What follows belongs to an exercise in optimizing a design on an open flow for small area, a short achievable clock period and few clock cycles per item; a production flow would make more cautious choices.
Function was checked by simulation only, so behaviour that the tests miss may differ from the original.
Power figures rest on the tool's default switching activity, not on a simulated workload.

== run C ==
==> flow/design.v (excerpt) <==
module ahb_ml_mac_acc #(
  parameter int DATA_W  = 16,
  parameter int VEC_LEN = 8,
  parameter int ACC_W   = 40
) (
  input  logic        HCLK,
  input  logic        HRESETn,
  input  logic        HSEL,
  input  logic        HREADY,
  input  logic [1:0]  HTRANS,
  input  logic [2:0]  HSIZE,
  input  logic        HWRITE,
  input  logic [31:0] HADDR,
  input  logic [31:0] HWDATA,
  output logic        HREADYOUT,
  output logic [1:0]  HRESP,
  output logic [31:0] HRDATA,
  output logic        IRQ
);
clock: 11.0 ns
lec_check: 0
abc_area: 1
cap_margin: 10
core_margin: 2
core_utilization: 70
cts_cluster_diameter: 60
cts_cluster_size: 35
slew_margin: 10
standard.sh (not shown) runs the stock make flow with config.mk's settings and CLKGATE_MAP_FILE= SYNTH_SCRIPT=/design/flow/synth_recipe.tcl, a recipe that flattens the netlist after the stock synthesis.
==> flow/flow/run.sh <==
#!/bin/bash
# The standard ORFS layout (standard.sh: the standard synthesis, then
# floorplan, placement, CTS and routing), with two changes to how it is made:
#  - repair_timing is asked to leave setup slack beyond the clock period
#    (SETUP_SLACK_MARGIN, in ns), so it sizes the paths for speed;
#  - every port still gets a buffer, but a plain buf_2 instead of the delay
#    cell buffer_ports picks by default.
# The SDC, the clock period and all other settings are the standard flow's.
set -euo pipefail
MARGIN=${MARGIN:-7.25}
bash standard.sh SETUP_SLACK_MARGIN=$MARGIN \
  "BUFFER_PORTS_ARGS=-buffer_cell sky130_fd_sc_hd__buf_2" \
  finish > flow_make.log 2>&1
Testbench counts of run C, summed over its fixed seeds: cycles 28,076, items 2,000.
diff inputs: run C => run E
--- a/flow/design.v
+++ b/flow/design.v
@@ -204,14 +204,14 @@
   logic [2:0]        kx_n, kw_n;
   logic [DATA_W-1:0] xm, wm;
   logic [SW-1:0]     r_next;
   logic rx_n, rw_n;
   assign rx_n = HADDR[6];
   assign rw_n = HADDR[7];
-  assign kx_n = (busy_q ? (rx_n & ~rw_n) : (rx_n | rw_n)) ? jn : eff_next[2:0];
-  assign kw_n = (busy_q ? rw_n : (rx_n | rw_n)) ? jn : eff_next[2:0];
+  assign kx_n = (busy_q ? (sel & rx_n & ~rw_n) : (rx_n | rw_n)) ? jn : eff_next[2:0];
+  assign kw_n = (busy_q ? (sel & rw_n & ~rx_n) : (rx_n | rw_n)) ? jn : eff_next[2:0];
   logic byp_x, byp_w, rbyp_x, rbyp_w;
   assign byp_x  = wx & (j_q == kx_n);
   assign byp_w  = ww & (j_q == kw_n);
   assign rbyp_x = wx & (j_q == jn);
   assign rbyp_w = ww & (j_q == jn);
   assign xm = rbyp_x ? HWDATA[DATA_W-1:0] : x_q[kx_n];
### Flow results
- The utilization reported for run E is greater than that of run C by 2.0 points.
- Looking at cell area across both flows, run E is the weaker of the two, with run C ahead.
- Looking at sequential share of layout area across run E and run C, the one that comes out higher is run C.
- Arrival time at the worst endpoint sits higher in run E than in run C.
- Going from run C to run E, non-clock buffer count grows by 29.
- Run E has fill cell total of the finished layout below what run C had.
- Going from run C to run E, die area closely matched the old numbers; depth of the worst hold-timing path decreased by 1 relative to the old numbers; number of gates resized after CTS increased by 50% relative to the old numbers.
- Compared with run C, run E shows a slack of the critical path that is 0.059 ns lower.
- The final reports for run E and run C show ratio of final minimum period to clock period higher in the former.
- Across both runs, areal power density over the cells was higher for run E than for run C.
Testbench counts of run E, summed over its fixed seeds: cycles 28,076, items 2,000.

---

before:
ahb_ml_mac_acc, a different RTL version from the one above (not shown whole).
Size: ~2,900 cells after synthesis, ~540 flip-flops, roughly 110 I/O pins, ~28,000 um2 of cells after synthesis.
## ahb_ml_mac_acc
module ahb_ml_mac_acc #(
  parameter int DATA_W  = 16,
  parameter int VEC_LEN = 8,
  parameter int ACC_W   = 40
) (
  input  logic        HCLK,
  input  logic        HRESETn,
  input  logic        HSEL,
  input  logic        HREADY,
  input  logic [1:0]  HTRANS,
  input  logic [2:0]  HSIZE,
  input  logic        HWRITE,
  input  logic [31:0] HADDR,
  input  logic [31:0] HWDATA,
  output logic        HREADYOUT,
  output logic [1:0]  HRESP,
  output logic [31:0] HRDATA,
  output logic        IRQ
);
  localparam int SW = 35;    
  logic [DATA_W-1:0] x_q [VEC_LEN];
  logic [DATA_W-1:0] w_q [VEC_LEN];
  logic [VEC_LEN-1:0] vx_q, vw_q;
  logic [3:0]  len_q;
  logic [3:0]  eff_q;
  logic        ie_q, done_q, busy_q, cap_q, restart_q, kill_q, kill2_q, rz_q, irq_q;
  logic        mx_e, mw_e, fnb_q, m_fresh;
  logic [DATA_W-1:0] mx_q, mw_q;
  logic [SW-1:0] s_q;
  logic [SW-1:0] r_q;
  logic [31:0]   hr_q;
  logic       sel;
  logic       a_ctrl_n, a_len_n, a_lo_n, a_hi_n, a_x_n, a_w_n;
  logic [2:0] jn;
  logic       t_ctrl, t_len, t_x, t_w, wr_q;
  logic [2:0] j_q;
  assign sel      = HSEL & HREADY & HTRANS[1];
  assign a_ctrl_n = sel & (HADDR[7:0] == 8'h00);
  assign a_len_n  = sel & (HADDR[7:0] == 8'h04);
  assign a_lo_n   = sel & (HADDR[7:0] == 8'h08);
  assign a_hi_n   = sel & (HADDR[7:0] == 8'h0C);
  assign a_x_n    = sel & (HADDR[7:5] == 3'b010) & (HADDR[1:0] == 2'b00);
  assign a_w_n    = sel & (HADDR[7:5] == 3'b100) & (HADDR[1:0] == 2'b00);
  assign jn       = HADDR[4:2];
  logic d_ctrl, d_len, d_lo, d_hi, d_x, d_w;
  assign d_ctrl = (HADDR[7:0] == 8'h00);
  assign d_len  = (HADDR[7:0] == 8'h04);
  assign d_lo   = (HADDR[7:0] == 8'h08);
  ...
==> flow/config.mk <==
export PLATFORM = sky130hd
export DESIGN_NAME = ahb_ml_mac_acc
export DESIGN_NICKNAME = ahb_ml_mac_acc
export VERILOG_FILES = /design/flow/design.v
export SDC_FILE = /design/flow/constraint.sdc
export NUM_CORES = 4
export LEC_CHECK = 0
export ABC_AREA = 1
export CAP_MARGIN = 10
export CORE_MARGIN = 2
export CORE_UTILIZATION = 70
export CTS_CLUSTER_DIAMETER = 60
export CTS_CLUSTER_SIZE = 35
export SLEW_MARGIN = 10
==> flow/constraint.sdc <==
create_clock -name core_clock -period 11.0 [get_ports {HCLK}]
set_input_delay 2.2000 -clock core_clock [delete_from_list [all_inputs] [get_ports {HCLK}]]
set_output_delay 2.2000 -clock core_clock [all_outputs]
set_load 0.01 [all_outputs]
Scripts as last shown in full above: flow/flow/run.sh
Testbench counts of before, summed over its fixed seeds: cycles 28,076, items 2,000.
--- input diff before..after ---
--- a/flow/design.v
+++ b/flow/design.v
@@ -26,12 +26,13 @@
   logic        ie_q, done_q, busy_q, cap_q, restart_q, kill_q, kill2_q, rz_q, irq_q;
   logic        mx_e, mw_e, fnb_q, m_fresh;
   logic [DATA_W-1:0] mx_q, mw_q;
   logic [SW-1:0] s_q;
   logic [SW-1:0] r_q;
   logic [31:0]   hr_q;
+  logic [DATA_W-1:0] hx_q;
   logic       sel;
   logic       a_ctrl_n, a_len_n, a_lo_n, a_hi_n, a_x_n, a_w_n;
   logic [2:0] jn;
   logic       t_ctrl, t_len, t_x, t_w, wr_q;
   logic [2:0] j_q;
   assign sel      = HSEL & HREADY & HTRANS[1];
@@ -202,36 +203,38 @@
       r_q <= s_next;
   end
   logic [2:0]        kx_n, kw_n;
   logic [DATA_W-1:0] xm, wm;
   logic [SW-1:0]     r_next;
   logic rx_n, rw_n;
-  assign rx_n = (HADDR[7:6] == 2'b01);
-  assign rw_n = (HADDR[7:6] == 2'b10);
-  assign kx_n = (rx_n | (rw_n & ~busy_q)) ? jn : eff_next[2:0];
-  assign kw_n = (rw_n | (rx_n & ~busy_q)) ? jn : eff_next[2:0];
-  logic byp_x, byp_w;
-  assign byp_x = wx & (j_q == kx_n);
-  assign byp_w = ww & (j_q == kw_n);
-  assign xm = byp_x ? HWDATA[DATA_W-1:0] : x_q[kx_n];
-  assign wm = byp_w ? HWDATA[DATA_W-1:0] : w_q[kw_n];
+  assign rx_n = HADDR[6];
+  assign rw_n = HADDR[7];
+  assign kx_n = (busy_q ? (rx_n & ~rw_n) : (rx_n | rw_n)) ? jn : eff_next[2:0];
+  assign kw_n = (busy_q ? rw_n : (rx_n | rw_n)) ? jn : eff_next[2:0];
+  logic byp_x, byp_w, rbyp_x, rbyp_w;
+  assign byp_x  = wx & (j_q == kx_n);
+  assign byp_w  = ww & (j_q == kw_n);
+  assign rbyp_x = wx & (j_q == jn);
+  assign rbyp_w = ww & (j_q == jn);
+  assign xm = rbyp_x ? HWDATA[DATA_W-1:0] : x_q[kx_n];
+  assign wm = rbyp_w ? HWDATA[DATA_W-1:0] : w_q[kw_n];
   assign r_next = cap_q ? s_next : r_q;
   always_ff @(posedge HCLK) begin
     mx_q <= hold_x ? mx_q : x_q[kx_n];
     mw_q <= hold_w ? mw_q : w_q[kw_n];
     mx_e <= hold_x | ((kx_n == eff_next[2:0]) & ~byp_x);
     mw_e <= hold_w | ((kw_n == eff_next[2:0]) & ~byp_w);
     m_fresh <= ~(byp_x | byp_w);
     hr_q <= ({32{d_ctrl}} & {28'd0, 1'b0, ie_next, done_next, busy_next}) |
             ({32{d_len}}  & {28'd0, len_next}) |
             ({32{d_lo & ~rz_next}} & r_next[31:0]) |
-            ({32{d_hi & ~rz_next}} & {{29{r_next[SW-1]}}, r_next[SW-1:32]}) |
-            ({32{d_x & vx_next[jn]}} & {{16{xm[DATA_W-1]}}, xm}) |
-            ({32{d_w & vw_next[jn]}} & {{16{wm[DATA_W-1]}}, wm});
+            ({32{d_hi & ~rz_next}} & {{29{r_next[SW-1]}}, r_next[SW-1:32]});
+    hx_q <= ({DATA_W{d_x & vx_next[jn]}} & xm) |
+            ({DATA_W{d_w & vw_next[jn]}} & wm);
   end
-  assign HRDATA    = hr_q;
+  assign HRDATA    = hr_q | {{16{hx_q[DATA_W-1]}}, hx_q};
   assign HREADYOUT = 1'b1;
   assign HRESP     = 2'b00;
   assign IRQ       = irq_q;
   logic unused_ok;
   assign unused_ok = ^{HSIZE, HTRANS[0], HADDR[31:8]};
 endmodule
==> run summary <==
after was carried through to the last stage, and its layout satisfied the timing, design-rule and antenna checks.
Per the comparison of after with before, number of nets in the finished design now smaller, average size of a mapped cell higher.
after vs before, group drawing the most power: sequential cells vs combinational cells
Clock share of power: before and after compared, lower one is before
after reports a higher sequential power than before does.
Transition time of the tightest slew-check pin was higher in after than in before.
Looking at critical path capture point, the hx_q[14] result is from after; the hr_q[0] one comes from before.
after: total detailed-routing wirelength about 3.5% below before
First-pass GRT wire length in after vs before: down 2.3%
Looking only at leakage power, and setting everything else aside, the lower value of before and after goes to after.
after has part of the total power dissipated in combinational logic below what before had.
before -> after: final hold slack flat
First-iteration DRC count, before and after: smaller value in after
Against before, count of plain and timing-repair buffers in after fell by more than a quarter.
Testbench counts of after, summed over its fixed seeds: cycles 28,076, items 2,000.

separate check: timing with driven ports:
How much do the figures lean on ideal ports? The routed layouts below were timed once more, with nothing changed but the port constraints.
Step 1 (the two cells are an assumption about what drives the block):
set clk [get_ports {HCLK}]
set_driving_cell -lib_cell sky130_fd_sc_hd__clkbuf_16 $clk
set_driving_cell -lib_cell sky130_fd_sc_hd__buf_2 [delete_from_list [all_inputs] $clk]
Step 2 moves the port delays by t, midway between the first and last clock arrival at a register: inputs arrive t later, outputs are due t later. That takes back most of the time a late clock gives input paths.
a / b / c = no drivers / after step 1 / after step 2; a / b = the first two.
run | shift t [ns] | slack for setup (ns) | worst setup path after step 2 | clock arrival spread, ns | cell pins on the clock port's net
run C | 0.649 | 7.194 / 7.231 / 6.583 | input to register | 0.031 / 0.031 | 1
run E | 0.641 | 7.135 / 7.171 / 6.530 | input to register | 0.057 / 0.057 | 1
before | 0.636 | 6.841 / 6.853 / 6.217 | input to register | 0.047 / 0.046 | 1
after | 0.645 | 7.191 / 7.224 / 6.578 | input to register | 0.045 / 0.045 | 1
After both steps every run listed still meets setup and hold. The setup slack of before, which loses most, moves by +0.012 ns with the drivers and by -0.624 ns with both steps.
